This is an optimization exercise on Yosys and OpenROAD, whose aim is small area, not a production implementation.
At most, simulation tests tie the RTL to the original design; equivalence was not proved.
For runs 2 and 3, only the layout was checked, not whether the RTL still works.
Power figures rest on the tool's default switching activity, not on a simulated workload.

==> design/flow/design.v <==
package fp_pkg;
    localparam int unsigned FP_WIDTH   = 32;
    localparam int unsigned EXP_WIDTH  = 8;
    localparam int unsigned MAN_WIDTH  = 23;
    localparam int unsigned SIG_WIDTH  = MAN_WIDTH + 1;    
    localparam int unsigned RND_WIDTH  = SIG_WIDTH + 1;    
    localparam int unsigned PROD_WIDTH = 2 * SIG_WIDTH;
    localparam int unsigned EXPI_WIDTH = 10;               
    localparam int unsigned BIAS       = 127;
    localparam logic [FP_WIDTH-1:0] QNAN = 32'h7FC0_0000;
    typedef enum logic [1:0] {
        FP_ZERO,
        FP_NORM,
        FP_INF,
        FP_NAN
    } fp_class_e;
    typedef enum logic [2:0] {
        S_IDLE,
        S_UNPACK,
        S_MULT,
        S_NORM,
        S_PACK
    } state_e;
    typedef struct packed {
        logic                 sign;
        logic [EXP_WIDTH-1:0] exp;
        logic [SIG_WIDTH-1:0] man;
        fp_class_e            cls;
    } fp_unpacked_t;
endpackage
import fp_pkg::*;
module fp_classify
(
    input  logic [FP_WIDTH-1:0] op,
    output fp_pkg::fp_unpacked_t unp
);
    logic [EXP_WIDTH-1:0] exp_c;
    logic [MAN_WIDTH-1:0] frac_c;
    assign exp_c  = op[FP_WIDTH-2 -: EXP_WIDTH];
    assign frac_c = op[MAN_WIDTH-1:0];
    always_comb begin
        unp.sign = op[FP_WIDTH-1];
        unp.exp  = exp_c;
        unp.man  = {1'b1, frac_c};
        unp.cls  = FP_NORM;
        if (exp_c == '0) begin
            unp.cls = FP_ZERO;
            unp.man = '0;
        end else if (&exp_c) begin
            unp.cls = (frac_c != '0) ? FP_NAN : FP_INF;
        end
    end
endmodule
import fp_pkg::*;
module fp_mult_unit
(
    input  logic                clk,
    input  logic                rst_n,
    input  logic                clk_en,
    input  logic                start,
    input  logic [FP_WIDTH-1:0] dataa,
    input  logic [FP_WIDTH-1:0] datab,
    output logic [FP_WIDTH-1:0] result,
    output logic                done,
    output logic                busy
);
    localparam logic [4:0] C_LOAD = 5'd8;
    localparam logic [4:0] C_PACK = 5'd4;
    localparam logic [4:0] C_DONE = 5'd5;
    localparam int unsigned EB = 16;      
    logic                 busy_q, done_q;    
    logic [4:0]           cnt_q;
    logic [MAN_WIDTH-1:0] mc_q;         
    logic [MAN_WIDTH-1:0] mp_q;         
    logic [SIG_WIDTH-1:0] acc_q;        
    logic                 stx_q;        
    logic                 g_q, r_q, st_q;
    logic [8:0]           e_q;          
    logic                 s_q;          
    logic                 nan_q;
    logic [7:0] ea, eb;
    logic       a_z, b_z, a_ff, b_ff, a_fnz, b_fnz, nan_c;
    assign ea    = dataa[30:23];
    assign eb    = datab[30:23];
    assign a_z   = ~|ea;
    assign b_z   = ~|eb;
    assign a_ff  = &ea;
    assign b_ff  = &eb;
    assign a_fnz = |dataa[22:0];
    assign b_fnz = |datab[22:0];
    assign nan_c = (a_ff & a_fnz) | (b_ff & b_fnz) | (a_ff & b_z) | (a_z & b_ff);
    logic       accept;
    logic [8:0] esum;         
    logic [8:0] eload;
    always_comb begin
        if (accept & (a_ff | b_ff))     eload = 9'h180;    
        else if (accept & (a_z | b_z))  eload = 9'h000;    
        else                            eload = esum;
    end
    logic run, mul, last, top, einc, norm, pack, emode;
    assign accept = clk_en & start & (~busy_q | done_q);
    assign done_q = busy_q & (cnt_q == C_DONE);
    assign run    = clk_en & busy_q & ~done_q;
    assign mul    = cnt_q[4] | cnt_q[3];                           
    assign last   = &cnt_q;
    assign top    = (cnt_q[4:2] == 3'b000) & acc_q[SIG_WIDTH-1];
    assign einc   = top & ~cnt_q[0];                                
    assign norm   = top & cnt_q[0];                                 
    assign emode  = accept | einc;
    assign pack   = (cnt_q == C_PACK);
    logic                 b_bit;
    logic                 p23, rbl, rnd, cin;
    logic [SIG_WIDTH-1:0] addend, opa;
    logic [SIG_WIDTH:0]   t;
    logic [SIG_WIDTH:0]   c;
    assign g_q    = mp_q[MAN_WIDTH-1];
    assign r_q    = mp_q[MAN_WIDTH-2];
    assign st_q   = stx_q;
    assign b_bit  = last | mp_q[0];
    always_comb begin
        opa    = acc_q;
        addend = (mul & b_bit) ? {1'b1, mc_q} : '0;
        if (accept) begin
            opa[EB +: 8]    = ea;
            addend[EB +: 8] = eb;
        end else if (einc) begin
            opa[EB +: 8]    = e_q[7:0];
        end
    end
    assign p23    = acc_q[0] ^ mc_q[0];
    assign rbl    = g_q & (p23 | r_q | st_q);
    assign rnd    = g_q & ~r_q & (st_q | acc_q[0]);
    assign cin    = last ? rbl : (~mul & rnd);
    assign c[0] = cin;
    genvar k;
    generate
        for (k = 0; k < SIG_WIDTH; k++) begin : g_add
            logic ck;     
            if (k == EB) begin : g_ci
                assign ck = c[k] | emode;
            end else begin : g_cn
                assign ck = c[k];
            end
            assign {c[k+1], t[k]} = {1'b0, opa[k]} + {1'b0, addend[k]} + {1'b0, ck};
        end
    endgenerate
    assign t[SIG_WIDTH] = c[SIG_WIDTH];
    assign esum = {(e_q[8] & ~accept) ^ t[SIG_WIDTH], t[EB +: 8]};
    logic step;         
    assign step = mul | norm;
    logic ovf, unf, clr;
    assign ovf = e_q[8] & (e_q[7] | (&e_q[6:0]));
    assign unf = ~e_q[8] & (~e_q[7] | ~|e_q[6:0]);
    assign clr = ovf | unf;           
    always_ff @(posedge clk or negedge rst_n) begin
        if (!rst_n) begin
            busy_q <= 1'b0;
        end else if (clk_en) begin
            if (accept)      busy_q <= 1'b1;
            else if (done_q) busy_q <= 1'b0;
        end
    end
    always_ff @(posedge clk) begin
        if (accept) e_q <= eload;
        if (accept) begin
            cnt_q <= C_LOAD;
            mc_q  <= datab[22:0];
            mp_q  <= dataa[22:0];
            acc_q <= '0;
            s_q   <= (dataa[31] ^ datab[31]) & ~nan_c;
            nan_q <= nan_c;
        end else if (run) begin
            cnt_q <= cnt_q + 5'd1;
            if (step) begin
                acc_q <= t[SIG_WIDTH:1];
                mp_q  <= {t[0], mp_q[MAN_WIDTH-1:1]};
                stx_q <= (cnt_q[4:1] != 4'b0100) & (stx_q | r_q);
            end else if (pack & clr) begin
                acc_q <= {2'b00, nan_q, 21'd0};
                mp_q[MAN_WIDTH-1] <= 1'b0;
            end
            if (einc) e_q <= eload;
        end
    end
    assign result = {s_q, ovf ? 8'hFF : unf ? 8'h00 : {~e_q[7], e_q[6:0]},
                     acc_q[21:0], g_q};
    assign done   = done_q;
    assign busy   = busy_q;
endmodule
==> design/flow/flow/run.sh <==
#!/bin/bash
# Standard ORFS layout with two changes:
#  - synthesis maps logic with an area-only ABC script (flow/abc_area.script):
#    no timing-driven buffering or upsizing; the resizer repairs later steps;
#  - port buffers use the smallest buffer cell.
# Registers, power grid, taps and constraints are the standard flow's.
set -euo pipefail
W=$PWD
cat > "$W/my_synth.tcl" <<EOT
proc abc {args} {
  set i [lsearch -exact \$args -script]
  if {\$i >= 0} { lset args [expr {\$i + 1}] $W/flow/abc_area.script }
  yosys abc {*}\$args
}
source $W/synth_recipe.tcl
EOT
export BUFFER_PORTS_ARGS="-buffer_cell sky130_fd_sc_hd__buf_1"
export CTS_ARGS="-sink_clustering_enable -repair_clock_nets -buf_list sky130_fd_sc_hd__clkbuf_8 -dont_use_dummy_load"
bash standard.sh SYNTH_SCRIPT="$W/my_synth.tcl" finish > make_finish.log 2>&1
==> design/flow/flow/abc_area.script <==
strash
dc2
dch -f
map -a
mfs
strash
dch -f
amap
topo
==> design/flow/standard.sh <==
#!/bin/bash
# synth_recipe.tcl (not shown) runs the flow's synth.tcl, then flattens the netlist and writes it again
# the make line also repeats each setting of config.mk as NAME=value (left out here)
make -C /OpenROAD-flow-scripts/flow DESIGN_CONFIG=/design/flow/config.mk WORK_HOME=/design/flow/orfs CLKGATE_MAP_FILE= SYNTH_SCRIPT=/design/flow/synth_recipe.tcl "${@:-finish}"
==> design/flow/config.mk <==
export PLATFORM = sky130hd
export DESIGN_NAME = fp_mult_unit
export DESIGN_NICKNAME = fp_mult_unit
export VERILOG_FILES = /design/flow/design.v
export SDC_FILE = /design/flow/constraint.sdc
export NUM_CORES = 4
export LEC_CHECK = 0
export ABC_AREA = 1
export CAP_MARGIN = 20
export CORE_MARGIN = 2
export CORE_UTILIZATION = 60
export CTS_BUF_LIST = sky130_fd_sc_hd__clkbuf_8
export PLACE_DENSITY = 0.75
export SLEW_MARGIN = 20
==> design/flow/constraint.sdc <==
create_clock -name core_clock -period 12.0 [get_ports {clk}]
set_input_delay 2.4000 -clock core_clock [delete_from_list [all_inputs] [get_ports {clk}]]
set_output_delay 2.4000 -clock core_clock [all_outputs]
set_load 0.01 [all_outputs]
==> results of run 1 <==
-- worst min-delay path, delay by kind of cell (launching register included) --
kind	cells	cell delay, ns
DFF	1	0.31
AOI/OAI and AO/OA	1	0.07
buffers and inverters	1	0.04
-- final cells by class --
type,instances,share of cell area [%]
timing repair buffer,106,8.56
clock buffer,9,2.55
multi-input combinational,227,35.9
tap,99,2.55
sequential,88,46.4
inverter,52,4.01
-- logic make-up (layout without fill, tap and decap cells) --
family	count (synthesis)	after routing	synth area share (%)
and+or+nand+nor	88	88	10.6
DFF	88	88	51.6
buffers and inverters	77	167	8.66
AOI/OAI and AO/OA	111	111	17.1
adders and majority gates	28	28	12.1
-- stage by stage --
step / utilization [%] / instance area [um2] / std cells
floorplan: - / 4380 / 392
global placement: 66.0 / 4730 / 572
detailed placement: 66.0 / 4730 / 572
CTS: 67.7 / 4860 / 581
global route: 67.8 / 4870 / 581
finish: 67.8 / 4870 / 581
-- cells in the mapped netlist, drive strengths merged, types with 13 or more instances --
master,count
dfxtp,38
nor2,19
nand2b,13
o22ai,42
fa,24
nand2,13
o21ai,18
nor4,15
clkinv,52
o22a,24
edfxtp,49
buf,25
-- state kept, by name, indices dropped and copies added (netlist names) --
register	count
cnt_q	5
nan_q	1
acc_q	24
stx_q	1
busy_q	1
e_q	9
s_q	1
mc_q	23
mp_q	23
-- worst paths after layout --
kind / start / to / slack [ns]
min in group asynchronous: rst_n / busy_q / 1.80
hold reg to reg: acc_q[22] / acc_q[22] / 0.48
max in group asynchronous: rst_n / busy_q / 10.10
hold / removal: acc_q[22] / acc_q[22] / 0.48
setup reg to reg: cnt_q[0] / e_q[7] / 0.51
setup / recovery: cnt_q[0] / e_q[7] / 0.51
-- routing by layer --
| layer | part of all wire [%] | vias to the layer above | GRT usage (%) |
|---|---|---|---|
| met3 | 7.7 | 9 | 6.19 |
| met4 | 1.1 | 0 | 5.43 |
| li1 | - | 1612 | - |
| met2 | 45 | 150 | 35.0 |
| met5 | 0 | - | 0 |
| met1 | 46 | 1616 | 36.7 |
-- where the power goes --
part           internal [W]  total (W)  switching (W)
Sequential         0.000422   0.000474      0.0000526
Combinational      0.000177   0.000448       0.000271
Clock             0.0000672   0.000156      0.0000891
-- timing repair --
| action | in CTS | in global routing |
|---|---|---|
| resized for setup | 0 | 3 |
| hold buffers | 0 | 0 |
| buffers inserted | 0 | 0 |
| endpoints found under the setup margin | 0 | 3 |
==> run_results.csv, run 1 <==
group,metric,value,unit
final_layout,nFillCells,615,
synthesis,synth.distinct_cells,33,
sta,report.final.setup_viol,0,
final_layout,multi_input_comb_area,1750,um2
place,gp_congestion,0.901,
sta,timing.final.crit_period,11.49,ns
sta,hold_viol,0,
floorplan,initial_utilization,61.0,%
floorplan,die_height,89.4,um
global_route,grt_total_ovfl,0,
final_layout,antenna_cells,0,
hold_path,hold_path_stages,2,
critical_path,worst-path-max-fanout,4,
sta,achievable-frequency,87.1,MHz
place,port-buffer-count,101,
final_layout,layout_commonest_cell,"sky130_fd_sc_hd__buf_1",
route,drt_first_iter_violations,259,
final_layout,layout-drive-gt1-share,3.73,%
critical_path,critPathKind,"flip-flop to flip-flop",
final_layout,seqCellArea,2260,um2
route,routed_wl,9.29,mm
floorplan,placeableCoreArea,7180,um2
route,routed_wire_length_per_instance,16.0,um
synthesis,synth-edff-count,49,
sta,period_utilization_post_route,95.7,%
hold_path,hold_class,"flip-flop to flip-flop",
synthesis,synth.top_cell.area_share,33.6,%
route,ant_nets,0,
outcome,run_status,"no timing/DRC/antenna violations",
place,dp_slack,0.326,ns
power_and_ir_drop,fin_total_pwr,0.00108,W
critical_path,crit_top_cell,"sky130_fd_sc_hd__fa_1",
power_and_ir_drop,power_density,222,nW/um2
critical_path,worst_path_max_delay_cell,"sky130_fd_sc_hd__fa_1",
critical_path,crit_family,"adder cells",
cts,maximum_buffer_depth_of_the_clock_tree,2,
global_route,grt_first_pass_wirelength,14.5,mm
synthesis,post_syn_instances,392,
sta,grt_setup_unrepaired,"no",
route,routed_via_density,5.83,
flow_run,maxCapViolCount,0,
route,number_of_search_and_repair_iterations_in_the_first_detailed_routing_pass,5,
final_layout,most-common-layout-cells,"101 x sky130_fd_sc_hd__buf_1, 51 x sky130_fd_sc_hd__clkinv_1, 49 x sky130_fd_sc_hd__edfxtp_1",
cts,tritoncts_buffers,9,
cts,clkSlewWorstSetupHoldPaths,0.08,ns
floorplan,fp.dieW,89.4,um
synthesis,netlist_top_cells_area,"sky130_fd_sc_hd__edfxtp_1 34%, sky130_fd_sc_hd__dfxtp_1 17%, sky130_fd_sc_hd__fa_1 11%",
sta,timing.max_slew.rel_slack,31.6,%
global_route,grt_max_degree,50,
synthesis,yosys_warnings,1,
critical_path,worstSetupStartpointType,"flip-flop",
synthesis,netlist_area,4380,um2
sta,fin_ws,0.513,ns
synthesis,seq_total_area_yosys,51.6,%
final_layout,final_net_count,580,
critical_path,timing.critical_path.buf_inv,5,
critical_path,cp_slowest_stage_delay,0.46,ns
global_route,grt_use_total,24.1,%
route,detailroute.via_count,3387,
synthesis,mapped_avg_cell_area,11.2,um2
sta,final.hold.worst_slack,0.480,ns
global_route,initial_antenna_violation_count,0,
cts,cts-htree-levels,3,
power_and_ir_drop,vdd.ir_drop.worst,0.0990,mV
synthesis,yosys_register_bits,88,
critical_path,crit_arrival,11.72,ns
cts,cts.sink_count,88,
synthesis,syn_nets,488,
global_route,vias_in_the_first_global_route,3039,
sta,worst-slew-pin-transition,1.02,ns
floorplan,floorplan.io_pins,102,
critical_path,worstRegToRegCells,38,
cts,cts_tree,"built",
cts,cts_root_buf,"sky130_fd_sc_hd__clkbuf_8",
sta,final.setup.tns,0,ns
synthesis,dominantRegCellSynth,"sky130_fd_sc_hd__edfxtp_1",
critical_path,timing.critical_path.depth,38,
final_layout,syn_to_final_growth,11.1,%
critical_path,critical_path.endpoint_type,"flip-flop",
critical_path,cp_data_required_time,12.24,ns
floorplan,placement_row_count,31,
route,drcViolationCount,0,
synthesis,biggest_area_consumer_among_synthesized_cells,"sky130_fd_sc_hd__edfxtp_1",
cts,clk-insertion-delay-late,0.35,ns
sta,report.final.slew_viol_count,0,
sta,finClkSkew,0.0243,ns
place,dp_hpwl,6.83,mm
synthesis,synth-async-reset-ratio,1.14,%
floorplan,floorplan.die_area,8000,um2
power_and_ir_drop,p_leak,1.56,nW
==> run 2: changes to the inputs <==
--- a/design/flow/design.v
+++ b/design/flow/design.v
@@ -177,5 +177,5 @@
                 stx_q <= (cnt_q[4:1] != 4'b0100) & (stx_q | r_q);
             end else if (pack & clr) begin
-                acc_q <= {2'b00, nan_q, 21'd0};
+                acc_q <= '0;
                 mp_q[MAN_WIDTH-1] <= 1'b0;
             end
@@ -184,5 +184,5 @@
     end
     assign result = {s_q, ovf ? 8'hFF : unf ? 8'h00 : {~e_q[7], e_q[6:0]},
-                     acc_q[21:0], g_q};
+                     acc_q[21] | nan_q, acc_q[20:0], g_q};
     assign done   = done_q;
     assign busy   = busy_q;
==> design/flow/flow/abc_area.script (replaced) <==
strash
dc2
dch -f
amap
strash
dc2
dch -f
amap
topo
==> run_results.csv, run 2 <==
group,metric,value,unit
sta,report.final.slew_viol_count,0,
power_and_ir_drop,comb_power_share,43.4,%
route,routed_via_density,5.73,
critical_path,crit_arrival,11.69,ns
synthesis,yosys_register_bits,88,
hold_path,hold_path_stages,2,
final_layout,antenna_cells,0,
synthesis,post_synth_fa_ha_maj_area_fraction,12.2,%
power_and_ir_drop,vdd.ir_drop.worst,0.0939,mV
power_and_ir_drop,clock_power_share,13.6,%
final_layout,largest_register_ff_count,24,
route,detailroute.via_count,3290,
power_and_ir_drop,power.sequential.fraction,43.0,%
critical_path,crit_top_cell,"sky130_fd_sc_hd__fa_1",
place,placement.cell_area,4720,um2
place,port-buffer-count,101,
cts,tritoncts_buffers,9,
final_layout,final_core_utilization,68.3,%
sta,period_utilization_post_route,95.5,%
route,drcViolationCount,0,
final_layout,design_area,4870,um2
sta,hold_viol,0,
critical_path,worst-r2r-setup-slack,0.54,ns
floorplan,placement_row_count,31,
synthesis,synthXorXnorAreaFrac,0,%
floorplan,floorplan.die_area,7970,um2
hold_path,hold_class,"flip-flop to flip-flop",
power_and_ir_drop,power_report.internal_total,0.000707,W
synthesis,post_syn_instances,386,
floorplan,fp.dieW,89.3,um
final_layout,layout_commonest_cell,"sky130_fd_sc_hd__buf_1",
final_layout,layout_top_registers,"acc_q: 24 flops, mc_q: 23 flops, mp_q: 23 flops",
cts,cts.sink_count,88,
power_and_ir_drop,p_leak,1.61,nW
synthesis,main_combinational_cell_family_by_area_after_synthesis,"compound AO/OA/AOI/OAI gates",
critical_path,cp_data_required_time,12.23,ns
synthesis,synth_compound_area_share,17.7,%
synthesis,mapped_avg_cell_area,11.3,um2
place,dp_hpwl,6.87,mm
synthesis,synth-edff-count,49,
critical_path,cp_slowest_stage_delay,0.44,ns
synthesis,netlist_top_cells_area,"sky130_fd_sc_hd__edfxtp_1 34%, sky130_fd_sc_hd__dfxtp_1 17%, sky130_fd_sc_hd__fa_1 11%",
floorplan,placeableCoreArea,7140,um2
power_and_ir_drop,fin_total_pwr,0.00116,W
critical_path,worst_path_max_delay_cell,"sky130_fd_sc_hd__fa_1",
power_and_ir_drop,switching_power,0.000450,W
synthesis,post_synth_mux_area_share,0,%
synthesis,netlist_area,4360,um2
critical_path,critical_path.endpoint_type,"flip-flop",
route,number_of_search_and_repair_iterations_in_the_first_detailed_routing_pass,4,
cts,clk-insertion-delay-late,0.35,ns
sta,finClkSkew,0.0197,ns
place,gp_congestion,0.855,
cts,cts_root_buf,"sky130_fd_sc_hd__clkbuf_8",
synthesis,biggest_area_consumer_among_synthesized_cells,"sky130_fd_sc_hd__edfxtp_1",
synthesis,synth-async-reset-ratio,1.14,%
synthesis,synth.distinct_cells,37,
final_layout,most-common-layout-cells,"101 x sky130_fd_sc_hd__buf_1, 49 x sky130_fd_sc_hd__clkinv_1, 49 x sky130_fd_sc_hd__edfxtp_1",
critical_path,worstSetupStartpointType,"flip-flop",
cts,clkSlewWorstSetupHoldPaths,0.07,ns
synthesis,seq_total_area_yosys,51.8,%
global_route,grt_first_pass_wirelength,14.2,mm
sta,achievable-frequency,87.3,MHz
synthesis,post_synth_and_or_nand_nor_area_fraction,10.1,%
final_layout,layout-drive-gt1-share,4.63,%
floorplan,floorplan.io_pins,102,
place,dp_slack,0.109,ns
global_route,grt_use_total,23.8,%
route,routed_wl,9.24,mm
global_route,vias_in_the_first_global_route,2968,
outcome,run_status,"no timing/DRC/antenna violations",
route,routed_wire_length_per_instance,16.1,um
sta,worst-slew-pin-transition,1.12,ns
cts,cts-htree-levels,3,
critical_path,reg2reg_from,"cnt_q[0]",
power_and_ir_drop,sw_frac_of_total,38.9,%
floorplan,die_height,89.3,um
synthesis,synth_commonest_cells,"49 x sky130_fd_sc_hd__clkinv_1, 49 x sky130_fd_sc_hd__edfxtp_1, 38 x sky130_fd_sc_hd__dfxtp_1, 35 x sky130_fd_sc_hd__o22ai_1, 24 x sky130_fd_sc_hd__fa_1",
final_layout,syn_to_final_growth,11.7,%
global_route,initial_antenna_violation_count,0,
route,ant_nets,0,
critical_path,worst-path-max-fanout,4,
sta,fin_ws,0.543,ns
synthesis,syn_nets,482,
flow_run,maxCapViolCount,0,
synthesis,synth.top_cell.area_share,33.7,%
cts,maximum_buffer_depth_of_the_clock_tree,2,
synthesis,dominantRegCellSynth,"sky130_fd_sc_hd__edfxtp_1",
critical_path,worstRegToRegCells,38,
synthesis,yosys_warnings,1,
critical_path,r2r_end,"e_q[7]",
hold_path,hold_path.startpoint,"acc_q[22]",
sta,final.hold.worst_slack,0.478,ns
cts,cts_tree,"built",
sta,timing.final.crit_period,11.46,ns
global_route,grt_max_degree,74,
floorplan,initial_utilization,61.1,%
power_and_ir_drop,power_density,237,nW/um2
final_layout,final_net_count,573,
sta,report.final.setup_viol,0,
sta,timing.max_slew.rel_slack,24.3,%
final_layout,max_flop_register,"acc_q",
hold_path,hold_path_end,"acc_q[22]",
critical_path,critPathKind,"flip-flop to flip-flop",
global_route,grt_total_ovfl,0,
route,drt_first_iter_violations,218,
## run 2: worst max-delay path: cells and delay by family (launching register included)
kind            cells  cell delay [ns]
simple gates        4             0.77
compound gates      3             0.27
fa+ha+maj          26             9.55
buf+inv             5             0.36
flops               1             0.35
## run 2: routing by layer
layer / share of wire [%] / track usage, %
met1: 46 / 36.7
met3: 8.0 / 5.91
met2: 45 / 33.9
met5: 0 / 0
met4: 0.62 / 6.38
## run 2: area by class of cell
cell class | instances | area [um2]
fillers | 581 | 2270
flip-flops and latches | 88 | 2260
multi-input cells | 225 | 1780
repair buffers | 104 | 402
inverters | 49 | 184
clock buffers | 9 | 124
well taps | 99 | 124
## run 2: power groups by stage
stage | Sequential (W) | Clock (W) | Combinational [W]
6_report | 0.000497 | 0.000157 | 0.000502
5_1_grt | 0.000508 | 0.000172 | 0.000569
4_1_cts | 0.000497 | 0.000160 | 0.000498
3_5_place_dp | 0.000502 | 0 | 0.000495
3_3_place_gp | 0.000499 | 0 | 0.000479
2_1_floorplan | 0.000487 | 0 | 0.000392
## run 2: how the worst max path moves through the flow
stage	start	end
2_1_floorplan	clk_en	e_q[7]
3_3_place_gp	cnt_q[0]	e_q[7]
3_5_place_dp	cnt_q[0]	e_q[7]
4_1_cts	cnt_q[0]	e_q[7]
5_1_grt	cnt_q[0]	e_q[7]
6_report	cnt_q[0]	e_q[7]
## run 2: timing repair
item | in CTS | in global routing
hold endpoints to repair | 0 | 0
setup endpoints to repair | 0 | 4
buffers inserted | 0 | 0
gates resized for setup | 0 | 9
hold buffers | 0 | 0
## run 2: stage by stage
step | instances | TNS (ns)
floorplan | 386 | 0
global placement | 565 | 0
detailed placement | 565 | 0
CTS | 574 | 0
global route | 574 | -0.0141
finish | 574 | 0
## run 2: kinds of logic after synthesis
logic type / after synthesis
AOI/OAI and AO/OA: 112
DFF: 88
and+or+nand+nor: 85
adders and majority gates: 28
buffers and inverters: 73
==> run 3: changes to the inputs <==
--- a/design/flow/design.v
+++ b/design/flow/design.v
@@ -168,5 +168,5 @@
             mp_q  <= dataa[22:0];
             acc_q <= '0;
-            s_q   <= (dataa[31] ^ datab[31]) & ~nan_c;
+            s_q   <= dataa[31] ^ datab[31];
             nan_q <= nan_c;
         end else if (run) begin
@@ -183,5 +183,5 @@
         end
     end
-    assign result = {s_q, ovf ? 8'hFF : unf ? 8'h00 : {~e_q[7], e_q[6:0]},
+    assign result = {s_q & ~nan_q, ovf ? 8'hFF : unf ? 8'h00 : {~e_q[7], e_q[6:0]},
                      acc_q[21] | nan_q, acc_q[20:0], g_q};
     assign done   = done_q;
==> design/flow/flow/abc_area.script (replaced) <==
strash
dc2
dch -f
map -a
mfs
strash
dch -f
amap
topo
==> run_results.csv, run 3 <==
group,metric,value,unit
outcome,run_status,"no timing/DRC/antenna violations",
hold_path,hold_path_stages,2,
power_and_ir_drop,power_density,239,nW/um2
critical_path,cp_slowest_stage_delay,0.44,ns
sta,hold_viol,0,
synthesis,yosys_register_bits,88,
hold_path,hold_class,"flip-flop to flip-flop",
place,gp_congestion,0.910,
global_route,grt_max_degree,54,
cts,tritoncts_buffers,9,
route,drcViolationCount,0,
final_layout,syn_to_final_growth,12.0,%
synthesis,netlist_top_cells_area,"sky130_fd_sc_hd__edfxtp_1 34%, sky130_fd_sc_hd__dfxtp_1 17%, sky130_fd_sc_hd__fa_1 11%",
sta,timing.final.crit_period,11.41,ns
sta,timing.max_slew.rel_slack,36.3,%
route,routed_wl,9.14,mm
floorplan,placeableCoreArea,7140,um2
final_layout,layout-drive-gt1-share,5.44,%
synthesis,syn_nets,484,
cts,cts_root_buf,"sky130_fd_sc_hd__clkbuf_8",
global_route,vias_in_the_first_global_route,3031,
floorplan,die_height,89.2,um
cts,cts.sink_count,88,
final_layout,final_core_utilization,68.3,%
sta,achievable-frequency,87.7,MHz
place,dp_hpwl,6.72,mm
place,port-buffer-count,101,
cts,maximum_buffer_depth_of_the_clock_tree,2,
synthesis,seq_total_area_yosys,51.9,%
critical_path,worst-r2r-setup-slack,0.59,ns
synthesis,yosys_warnings,1,
route,drt_first_iter_violations,253,
global_route,grt_total_ovfl,0,
final_layout,nFillCells,605,
critical_path,worstSetupStartpointType,"flip-flop",
hold_path,hold_path_end,"acc_q[22]",
critical_path,worstRegToRegCells,37,
cts,clk-insertion-delay-late,0.36,ns
sta,report.final.setup_viol,0,
sta,report.final.slew_viol_count,0,
critical_path,timing.critical_path.buf_inv,5,
hold_path,hold_path.startpoint,"acc_q[22]",
critical_path,critPathKind,"flip-flop to flip-flop",
final_layout,final_net_count,576,
global_route,initial_antenna_violation_count,0,
floorplan,floorplan.die_area,7950,um2
cts,clkSlewWorstSetupHoldPaths,0.08,ns
sta,finClkSkew,0.0247,ns
cts,cts.repair_timing.setup_buffer_count,0,
sta,period_utilization_post_route,95.0,%
power_and_ir_drop,fin_total_pwr,0.00116,W
critical_path,cp_data_required_time,12.22,ns
synthesis,synth_most_common_cell,"sky130_fd_sc_hd__clkinv_1",
synthesis,netlist_area,4350,um2
power_and_ir_drop,vdd.ir_drop.worst,0.0886,mV
critical_path,reg2reg_from,"cnt_q[1]",
final_layout,layout_commonest_cell,"sky130_fd_sc_hd__buf_1",
final_layout,antenna_cells,0,
synthesis,mapped_avg_cell_area,11.2,um2
flow_run,maxCapViolCount,0,
synthesis,synth-edff-count,49,
cts,cts-htree-levels,3,
critical_path,crit_top_cell,"sky130_fd_sc_hd__fa_1",
final_layout,max_flop_register,"acc_q",
synthesis,synth.top_cell.area_share,33.8,%
route,detailroute.via_count,3316,
sta,grt_setup_unrepaired,"no",
route,routed_via_density,5.75,
sta,worst-slew-pin-transition,0.953,ns
final_layout,seqCellArea,2260,um2
synthesis,synth-async-reset-ratio,1.14,%
critical_path,critical_path.endpoint_type,"flip-flop",
synthesis,post_syn_instances,388,
synthesis,dominantRegCellSynth,"sky130_fd_sc_hd__edfxtp_1",
final_layout,most-common-layout-cells,"101 x sky130_fd_sc_hd__buf_1, 50 x sky130_fd_sc_hd__clkinv_1, 49 x sky130_fd_sc_hd__edfxtp_1",
final_layout,largest_register_ff_count,24,
floorplan,floorplan.io_pins,102,
sta,final.setup.tns,0,ns
critical_path,worst_path_max_delay_cell,"sky130_fd_sc_hd__fa_1",
final_layout,multi_input_comb_area,1780,um2
global_route,grt_first_pass_wirelength,14.4,mm
synthesis,synth.distinct_cells,35,
synthesis,synth_commonest_cells,"50 x sky130_fd_sc_hd__clkinv_1, 49 x sky130_fd_sc_hd__edfxtp_1, 43 x sky130_fd_sc_hd__o22ai_1, 38 x sky130_fd_sc_hd__dfxtp_1, 24 x sky130_fd_sc_hd__fa_1",
final_layout,layout_top_registers,"acc_q: 24 flops, mc_q: 23 flops, mp_q: 23 flops",
global_route,grt_use_total,23.9,%
critical_path,crit_arrival,11.63,ns
synthesis,biggest_area_consumer_among_synthesized_cells,"sky130_fd_sc_hd__edfxtp_1",
critical_path,crit_family,"adder cells",
route,ant_nets,0,
power_and_ir_drop,p_leak,1.53,nW
floorplan,initial_utilization,61.0,%
route,number_of_search_and_repair_iterations_in_the_first_detailed_routing_pass,4,
route,routed_wire_length_per_instance,15.8,um
critical_path,r2r_end,"e_q[8]",
floorplan,placement_row_count,31,
cts,cts_tree,"built",
critical_path,worst-path-max-fanout,4,
floorplan,fp.dieW,89.2,um
-- run 3: through the flow --
step	worst slack [ns]	hold WS, ns	instances	area (um2)
5_1_grt	0.0663	0.502	577	4870
2_1_floorplan	0.371	0.438	388	4350
6_report	0.594	0.476	577	4870
4_1_cts	0.0398	0.465	577	4840
3_3_place_gp	0.215	0.457	568	4710
3_5_place_dp	0.00629	0.455	568	4710
-- run 3: per-layer routing --
layer  GRT usage [%]  part of all wire, %
met5               0                    0
met4            7.33                  1.4
met3            4.62                  6.7
met2            36.6                   46
met1            34.8                   46
-- run 3: layout make-up --
| cell class | count | area share (%) |
|---|---|---|
| clock buffer | 9 | 2.54 |
| multi-input combinational | 227 | 36.4 |
| timing repair buffer | 104 | 8.24 |
| inverter | 50 | 3.85 |
| tap | 99 | 2.54 |
| sequential | 88 | 46.4 |
-- run 3: repair_timing --
action                     in CTS  in global routing
setup endpoints to repair       1                  4
hold buffers                    0                  0
resized for setup               1                 12
pin swaps                       0                  2
-- run 3: worst max path at each step --
stage / from / to / slack [ns] / cells past startpoint
2_1_floorplan: cnt_q[0] / e_q[8] / 0.37 / 37
3_3_place_gp: cnt_q[0] / e_q[8] / 0.22 / 37
3_5_place_dp: cnt_q[0] / e_q[8] / 0.006 / 37
4_1_cts: cnt_q[1] / e_q[8] / 0.04 / 37
5_1_grt: cnt_q[1] / e_q[8] / 0.07 / 37
6_report: cnt_q[1] / e_q[8] / 0.59 / 37
-- run 3: power by group --
group	total (W)	switching [W]	internal (W)	leakage [nW]
sequential	0.000497	0.0000562	0.000441	0.778
combinational	0.000507	0.000304	0.000203	0.683
clock	0.000159	0.0000917	0.0000673	0.0647
total	0.00116	0.000452	0.000711	1.53
-- run 3: kinds of logic (layout without fill, tap and decap cells) --
family	Yosys count	count (layout)	synth area share [%]
buffers and inverters	73	163	8.20
AND/OR/NAND/NOR	88	88	10.5
adder cells (fa/ha/maj)	28	28	12.2
AO/OA/AOI/OAI	111	111	17.2
flip-flops	88	88	51.9
-- run 3: worst register-to-register path: cells and delay by family, from the launching register on --
family | cells | cell delay [ns]
buffers and inverters | 5 | 0.40
AND/OR/NAND/NOR | 3 | 0.53
flip-flops | 1 | 0.36
AO/OA/AOI/OAI | 3 | 0.62
adder cells (fa/ha/maj) | 26 | 9.37
==> run 4: changes to the inputs <==
--- a/design/flow/design.v
+++ b/design/flow/design.v
@@ -168,5 +168,5 @@
             mp_q  <= dataa[22:0];
             acc_q <= '0;
-            s_q   <= dataa[31] ^ datab[31];
+            s_q   <= (dataa[31] ^ datab[31]) & ~nan_c;
             nan_q <= nan_c;
         end else if (run) begin
@@ -177,5 +177,5 @@
                 stx_q <= (cnt_q[4:1] != 4'b0100) & (stx_q | r_q);
             end else if (pack & clr) begin
-                acc_q <= '0;
+                acc_q <= {2'b00, nan_q, 21'd0};
                 mp_q[MAN_WIDTH-1] <= 1'b0;
             end
@@ -183,6 +183,6 @@
         end
     end
-    assign result = {s_q & ~nan_q, ovf ? 8'hFF : unf ? 8'h00 : {~e_q[7], e_q[6:0]},
-                     acc_q[21] | nan_q, acc_q[20:0], g_q};
+    assign result = {s_q, ovf ? 8'hFF : unf ? 8'h00 : {~e_q[7], e_q[6:0]},
+                     acc_q[21:0], g_q};
     assign done   = done_q;
     assign busy   = busy_q;
--- a/design/flow/flow/run.sh
+++ b/design/flow/flow/run.sh
@@ -17,3 +17,3 @@
 export BUFFER_PORTS_ARGS="-buffer_cell sky130_fd_sc_hd__buf_1"
 export CTS_ARGS="-sink_clustering_enable -repair_clock_nets -buf_list sky130_fd_sc_hd__clkbuf_8 -dont_use_dummy_load"
-bash standard.sh SYNTH_SCRIPT="$W/my_synth.tcl" finish > make_finish.log 2>&1
+bash standard.sh SYNTH_SCRIPT="$W/my_synth.tcl" SYNTH_INSBUF=0 finish > make_finish.log 2>&1
--- a/design/flow/config.mk
+++ b/design/flow/config.mk
@@ -11,4 +11,5 @@
 export CORE_UTILIZATION = 60
 export CTS_BUF_LIST = sky130_fd_sc_hd__clkbuf_8
+export GPL_TIMING_DRIVEN = 0
 export PLACE_DENSITY = 0.75
 export SLEW_MARGIN = 20
==> run_results.csv, run 4 <==
group,metric,value,unit
outcome,run_status,"no timing/DRC/antenna violations",
critical_path,timing.critical_path.buf_inv,5,
critical_path,worstSetupStartpointType,"flip-flop",
cts,cts.repair_timing.setup_buffer_count,0,
synthesis,post_syn_instances,368,
final_layout,most-common-layout-cells,"102 x sky130_fd_sc_hd__buf_1, 51 x sky130_fd_sc_hd__clkinv_1, 49 x sky130_fd_sc_hd__edfxtp_1",
route,number_of_search_and_repair_iterations_in_the_first_detailed_routing_pass,5,
floorplan,fp.dieW,87.6,um
flow_run,maxCapViolCount,0,
power_and_ir_drop,fin_total_pwr,0.00108,W
critical_path,worst-path-max-fanout,4,
route,drcViolationCount,0,
place,placement.cell_area,4720,um2
final_layout,design_area,4880,um2
route,drt_first_iter_violations,204,
final_layout,antenna_cells,0,
sta,report.final.setup_viol,0,
final_layout,largest_register_ff_count,24,
global_route,grt_use_total,25.5,%
floorplan,initial_utilization,61.8,%
critical_path,critical_path.endpoint_type,"flip-flop",
critical_path,worstRegToRegCells,38,
cts,cts_tree,"built",
critical_path,worst_path_max_delay_cell,"sky130_fd_sc_hd__fa_1",
floorplan,placement_row_count,30,
global_route,initial_antenna_violation_count,0,
final_layout,layout_top_registers,"acc_q: 24 flops, mc_q: 23 flops, mp_q: 23 flops",
sta,finClkSkew,0.0236,ns
synthesis,synth-edff-count,49,
cts,cts-htree-levels,3,
synthesis,synth.top_cell.area_share,35.1,%
sta,timing.final.crit_period,11.52,ns
synthesis,seq_total_area_yosys,53.8,%
synthesis,synth-async-reset-ratio,1.14,%
critical_path,cp_slowest_stage_delay,0.47,ns
hold_path,hold_path_end,"acc_q[17]",
global_route,vias_in_the_first_global_route,3141,
hold_path,hold_path.startpoint,"acc_q[17]",
synthesis,synth.distinct_cells,32,
sta,achievable-frequency,86.8,MHz
critical_path,reg2reg_from,"cnt_q[0]",
critical_path,crit_arrival,11.75,ns
synthesis,yosys_warnings,1,
place,gp_congestion,0.870,
cts,tritoncts_buffers,9,
floorplan,die_height,87.6,um
synthesis,mapped_avg_cell_area,11.4,um2
sta,worst-slew-pin-transition,1.01,ns
route,ant_nets,0,
global_route,grt_total_ovfl,0,
floorplan,placeableCoreArea,6790,um2
critical_path,worst-r2r-setup-slack,0.48,ns
cts,cts.sink_count,88,
sta,hold_viol,0,
synthesis,netlist_top_cells_area,"sky130_fd_sc_hd__edfxtp_1 35%, sky130_fd_sc_hd__dfxtp_1 18%, sky130_fd_sc_hd__fa_1 11%",
power_and_ir_drop,vdd.ir_drop.worst,0.111,mV
sta,period_utilization_post_route,96.0,%
synthesis,netlist_area,4200,um2
critical_path,crit_top_cell,"sky130_fd_sc_hd__fa_1",
final_layout,layout-drive-gt1-share,4.59,%
route,routed_wire_length_per_instance,16.3,um
place,dp_hpwl,6.93,mm
cts,clk-insertion-delay-late,0.35,ns
floorplan,floorplan.io_pins,102,
final_layout,nFillCells,521,
power_and_ir_drop,power_density,222,nW/um2
final_layout,seqCellArea,2260,um2
sta,report.final.slew_viol_count,0,
global_route,grt_first_pass_wirelength,14.9,mm
critical_path,critPathKind,"flip-flop to flip-flop",
power_and_ir_drop,p_leak,1.54,nW
floorplan,floorplan.die_area,7680,um2
route,detailroute.via_count,3339,
hold_path,hold_class,"flip-flop to flip-flop",
final_layout,syn_to_final_growth,16.2,%
synthesis,synth_most_common_cell,"sky130_fd_sc_hd__clkinv_1",
cts,cts_root_buf,"sky130_fd_sc_hd__clkbuf_8",
synthesis,synth_commonest_cells,"52 x sky130_fd_sc_hd__clkinv_1, 49 x sky130_fd_sc_hd__edfxtp_1, 42 x sky130_fd_sc_hd__o22ai_1, 38 x sky130_fd_sc_hd__dfxtp_1",
synthesis,dominantRegCellSynth,"sky130_fd_sc_hd__edfxtp_1",
final_layout,multi_input_comb_area,1780,um2
final_layout,final_net_count,577,
synthesis,biggest_area_consumer_among_synthesized_cells,"sky130_fd_sc_hd__edfxtp_1",
cts,maximum_buffer_depth_of_the_clock_tree,2,
hold_path,hold_path_stages,2,
route,routed_via_density,5.81,
cts,clkSlewWorstSetupHoldPaths,0.08,ns
critical_path,cp_data_required_time,12.22,ns
route,routed_wl,9.38,mm
critical_path,crit_family,"adder cells",
sta,timing.max_slew.rel_slack,32.4,%
final_layout,max_flop_register,"acc_q",
global_route,grt_max_degree,54,
synthesis,yosys_register_bits,88,
final_layout,layout_commonest_cell,"sky130_fd_sc_hd__buf_1",
place,port-buffer-count,101,
critical_path,r2r_end,"e_q[7]",
synthesis,syn_nets,464,
[run 4: where the power goes]
part	switching, W	internal [W]	leakage [nW]
Sequential	0.0000523	0.000422	0.785
Clock	0.0000910	0.0000673	0.0647
Combinational	0.000273	0.000178	0.694
[run 4: worst min-delay path, delay by kind of cell (launching register included)]
family | cells | cell delay, ns
flops | 1 | 0.32
buf+inv | 1 | 0.05
compound gates | 1 | 0.06
[run 4: worst max path at each step]
stage | to | depth (start not counted) | slack [ns] | from
finish | e_q[7] | 38 | 0.48 | cnt_q[0]
global route | e_q[7] | 38 | -0.02 | cnt_q[0]
CTS | e_q[7] | 38 | 0.09 | cnt_q[0]
detailed placement | e_q[7] | 38 | 0.14 | cnt_q[0]
global placement | e_q[7] | 37 | -0.17 | cnt_q[0]
floorplan | e_q[7] | 37 | 0.65 | cnt_q[0]
[run 4: metal layers]
metal	up-vias	wire (um)	track usage, %
li1	1612	-	-
met4	0	95	7.55
met1	1591	4250	36.5
met2	125	4460	40.6
met3	11	575	4.05
met5	-	0	0
[run 4: cell families after synthesis]
group | after synthesis | share of synthesized area, %
and+or+nand+nor | 88 | 11.0
adders and majority gates | 28 | 12.6
DFF | 88 | 53.8
AOI/OAI and AO/OA | 111 | 17.8
buffers and inverters | 53 | 4.74
[run 4: through the flow]
| step | worst slack, ns | util [%] | hold slack [ns] | setup TNS [ns] | cells |
|---|---|---|---|---|---|
| after detailed placement | 0.135 | 69.5 | 0.470 | 0 | 566 |
| after floorplan | 0.647 | - | 0.438 | 0 | 368 |
| final | 0.475 | 71.8 | 0.482 | 0 | 575 |
| after global placement | -0.168 | 69.1 | 0.454 | -0.385 | 565 |
| after global routing | -0.0158 | 71.8 | 0.509 | -0.0158 | 575 |
| after CTS | 0.0904 | 71.4 | 0.484 | 0 | 575 |
[run 4: layout make-up]
| type | instances | share of cell area [%] |
|---|---|---|
| sequential | 88 | 46.3 |
| multi-input combinational | 227 | 36.4 |
| timing repair buffer | 102 | 8.18 |
| inverter | 52 | 4.03 |
| clock buffer | 9 | 2.54 |
| tap | 96 | 2.46 |
| buffer | 1 | 0.0770 |
[run 4: timing repair]
item,CTS,global route
endpoints found under the setup margin,0,6
hold buffers,0,0
gates resized for setup,0,8
endpoints found under the hold margin,0,0
==> run 5: changes to the inputs <==
--- a/design/flow/config.mk
+++ b/design/flow/config.mk
@@ -11,5 +11,4 @@
 export CORE_UTILIZATION = 60
 export CTS_BUF_LIST = sky130_fd_sc_hd__clkbuf_8
-export GPL_TIMING_DRIVEN = 0
 export PLACE_DENSITY = 0.75
 export SLEW_MARGIN = 20
==> run_results.csv, run 5 <==
group,metric,value,unit
outcome,run_status,"no timing/DRC/antenna violations",
hold_path,hold_path_end,"acc_q[22]",
cts,cts_tree,"built",
route,drcViolationCount,0,
final_layout,design_area,4860,um2
critical_path,crit_top_cell,"sky130_fd_sc_hd__fa_1",
power_and_ir_drop,p_leak,1.55,nW
critical_path,r2r_end,"e_q[7]",
synthesis,synth_commonest_cells,"52 x sky130_fd_sc_hd__clkinv_1, 49 x sky130_fd_sc_hd__edfxtp_1, 42 x sky130_fd_sc_hd__o22ai_1, 38 x sky130_fd_sc_hd__dfxtp_1",
critical_path,cp_data_required_time,12.23,ns
global_route,globalRouteMet1Util,35.7,%
place,dp_hpwl,6.79,mm
global_route,grt-busiest-layer,"met2",
critical_path,reg2reg_from,"cnt_q[0]",
sta,report.final.slew_viol_count,0,
route,ant_nets,0,
global_route,grt_total_ovfl,0,
global_route,met3_demand_to_capacity_share_in_global_routing,4.90,%
critical_path,worst-path-max-fanout,4,
synthesis,dominantRegCellSynth,"sky130_fd_sc_hd__edfxtp_1",
cts,cts_root_buf,"sky130_fd_sc_hd__clkbuf_8",
global_route,use_met2,39.2,%
critical_path,critical_path.endpoint_type,"flip-flop",
synthesis,synth_most_common_cell,"sky130_fd_sc_hd__clkinv_1",
route,detailroute.via_count,3351,
global_route,grt_use_total,25.2,%
cts,cts-htree-levels,3,
place,gp_congestion,0.899,
synthesis,synth.distinct_cells,32,
critical_path,worst-r2r-setup-slack,0.47,ns
synthesis,mapped_avg_cell_area,11.4,um2
sta,report.final.setup_viol,0,
final_layout,final_core_utilization,71.6,%
final_layout,final_net_count,579,
sta,worst-slew-pin-transition,1.07,ns
route,drt_first_iter_violations,194,
hold_path,hold_path.startpoint,"acc_q[22]",
cts,cts.repair_timing.setup_buffer_count,0,
sta,timing.max_slew.rel_slack,28.2,%
route,routed_via_density,5.81,
critical_path,critPathKind,"flip-flop to flip-flop",
route,routed_wl,9.16,mm
cts,clk-insertion-delay-late,0.36,ns
sta,final.hold.worst_slack,0.479,ns
sta,grt_setup_unrepaired,"no",
synthesis,biggest_area_consumer_among_synthesized_cells,"sky130_fd_sc_hd__edfxtp_1",
sta,finClkSkew,0.0250,ns
synthesis,netlist_area,4200,um2
sta,timing.final.crit_period,11.53,ns
cts,postCtsHoldBufs,0,
global_route,initial_antenna_violation_count,0,
cts,postCtsResizedCells,0,
final_layout,layout_commonest_cell,"sky130_fd_sc_hd__buf_1",
global_route,grt_max_degree,49,
synthesis,netlist_top_cells_area,"sky130_fd_sc_hd__edfxtp_1 35%, sky130_fd_sc_hd__dfxtp_1 18%, sky130_fd_sc_hd__fa_1 11%",
cts,tritoncts_buffers,9,
global_route,grt_first_pass_wirelength,14.8,mm
synthesis,synth.top_cell.area_share,35.1,%
floorplan,die_height,87.6,um
hold_path,hold_class,"flip-flop to flip-flop",
cts,clkSlewWorstSetupHoldPaths,0.09,ns
final_layout,finalNonFillerCells,577,
floorplan,floorplan.die_area,7680,um2
synthesis,post_syn_instances,368,
floorplan,placeableCoreArea,6790,um2
final_layout,syn_to_final_growth,15.9,%
critical_path,worstRegToRegCells,38,
route,routed_wire_length_per_instance,15.9,um
synthesis,yosys_warnings,1,
power_and_ir_drop,vdd.ir_drop.worst,0.101,mV
synthesis,yosys_register_bits,88,
critical_path,worstSetupStartpointType,"flip-flop",
place,placement.cell_area,4720,um2
floorplan,initial_utilization,61.8,%
synthesis,synth-edff-count,49,
cts,maximum_buffer_depth_of_the_clock_tree,2,
final_layout,max_flop_register,"acc_q",
synthesis,seq_total_area_yosys,53.8,%
global_route,vias_in_the_first_global_route,3176,
sta,achievable-frequency,86.7,MHz
power_and_ir_drop,power_density,222,nW/um2
final_layout,most-common-layout-cells,"101 x sky130_fd_sc_hd__buf_1, 51 x sky130_fd_sc_hd__clkinv_1, 49 x sky130_fd_sc_hd__edfxtp_1",
floorplan,floorplan.io_pins,102,
floorplan,fp.dieW,87.6,um
final_layout,antenna_cells,0,
sta,period_utilization_post_route,96.1,%
route,number_of_search_and_repair_iterations_in_the_first_detailed_routing_pass,5,
floorplan,placement_row_count,30,
synthesis,synth-async-reset-ratio,1.14,%
sta,final.setup.tns,0,ns
critical_path,worst_path_max_delay_cell,"sky130_fd_sc_hd__fa_1",
final_layout,layout-drive-gt1-share,3.95,%
cts,cts.sink_count,88,
place,port-buffer-count,101,
critical_path,cp_slowest_stage_delay,0.47,ns
flow_run,maxCapViolCount,0,
critical_path,crit_arrival,11.76,ns
final_layout,layout_top_registers,"acc_q: 24 flops, mc_q: 23 flops, mp_q: 23 flops",
sta,hold_viol,0,
synthesis,syn_nets,464,
final_layout,largest_register_ff_count,24,
hold_path,hold_path_stages,2,
place,place.detailed.instances,568,
==> run 5: stage by stage <==
step,total power (W),setup WS (ns)
5_1_grt,0.00116,0.0254
3_3_place_gp,0.000908,0.447
6_report,0.00108,0.468
4_1_cts,0.00108,0.229
3_5_place_dp,0.000925,0.273
2_1_floorplan,0.000781,0.647
==> run 5: worst max path at each step <==
stage | startpoint | to | slack [ns]
6_report | cnt_q[0] | e_q[7] | 0.47
5_1_grt | cnt_q[0] | e_q[7] | 0.03
4_1_cts | cnt_q[0] | e_q[7] | 0.23
3_5_place_dp | cnt_q[0] | e_q[7] | 0.27
3_3_place_gp | cnt_q[0] | e_q[7] | 0.45
2_1_floorplan | cnt_q[0] | e_q[7] | 0.65
==> run 5: layout make-up <==
type / instances / area [um2]
Clock buffer: 9 / 124
Fill cell: 529 / 1930
Inverter: 52 / 195
Multi-Input combinational cell: 227 / 1760
Sequential cell: 88 / 2260
Tap cell: 96 / 120
Timing Repair Buffer: 105 / 409
==> run 5: routing by layer <==
layer,vias to the layer above,part of all wire (%),wire length [um]
li1,1619,-,-
met1,1585,45,4140
met2,133,46,4250
met3,14,6.7,618
met4,0,1.7,154
met5,-,0,0
==> run 5: cell families after synthesis <==
kind of cell    Yosys count  synth area share [%]
buf+inv                  53                  4.74
flops                    88                  53.8
compound gates          111                  17.8
simple gates             88                  11.0
fa+ha+maj                28                  12.6
==> run 5: power by group <==
group / leakage [nW] / internal, W / switching [W] / total [W]
logic: 0.702 / 0.000176 / 0.000273 / 0.000449
registers: 0.785 / 0.000422 / 0.0000514 / 0.000473
clock network: 0.0647 / 0.0000672 / 0.0000902 / 0.000157
==> run 5: worst max-delay path, delay by kind of cell (launching register included) <==
| family | cells | cell delay [ns] |
|---|---|---|
| buffers and inverters | 5 | 0.37 |
| AOI/OAI and AO/OA | 2 | 0.26 |
| DFF | 1 | 0.35 |
| adders and majority gates | 26 | 9.60 |
| and+or+nand+nor | 5 | 0.82 |

-- separate check: timing with driven ports --
In the flow no input, the clock included, has a driving cell. The finished layouts below were timed again as built, in two steps. Step 1 (the two cells are an assumption about what drives the block):
set clk [get_ports {clk}]
set_driving_cell -lib_cell sky130_fd_sc_hd__clkbuf_16 $clk
set_driving_cell -lib_cell sky130_fd_sc_hd__buf_2 [delete_from_list [all_inputs] $clk]
Step 2 moves the port delays by t, midway between the first and last clock arrival at a register: inputs arrive t later, outputs are due t later. That takes back most of the time a late clock gives input paths. a / b / c = ideal / step 1 / step 2; a / b = the first two.
run	t (ns)	setup slack, ns	worst slew at a driven data input, ns
run 1	0.367	0.513 / 0.513 / 0.513	0.04
run 2	0.370	0.543 / 0.543 / 0.543	0.04
run 3	0.374	0.594 / 0.594 / 0.594	0.04
run 4	0.369	0.475 / 0.475 / 0.475	0.04
run 5	0.373	0.468 / 0.468 / 0.468	0.04
After both steps every run listed still meets setup and hold.
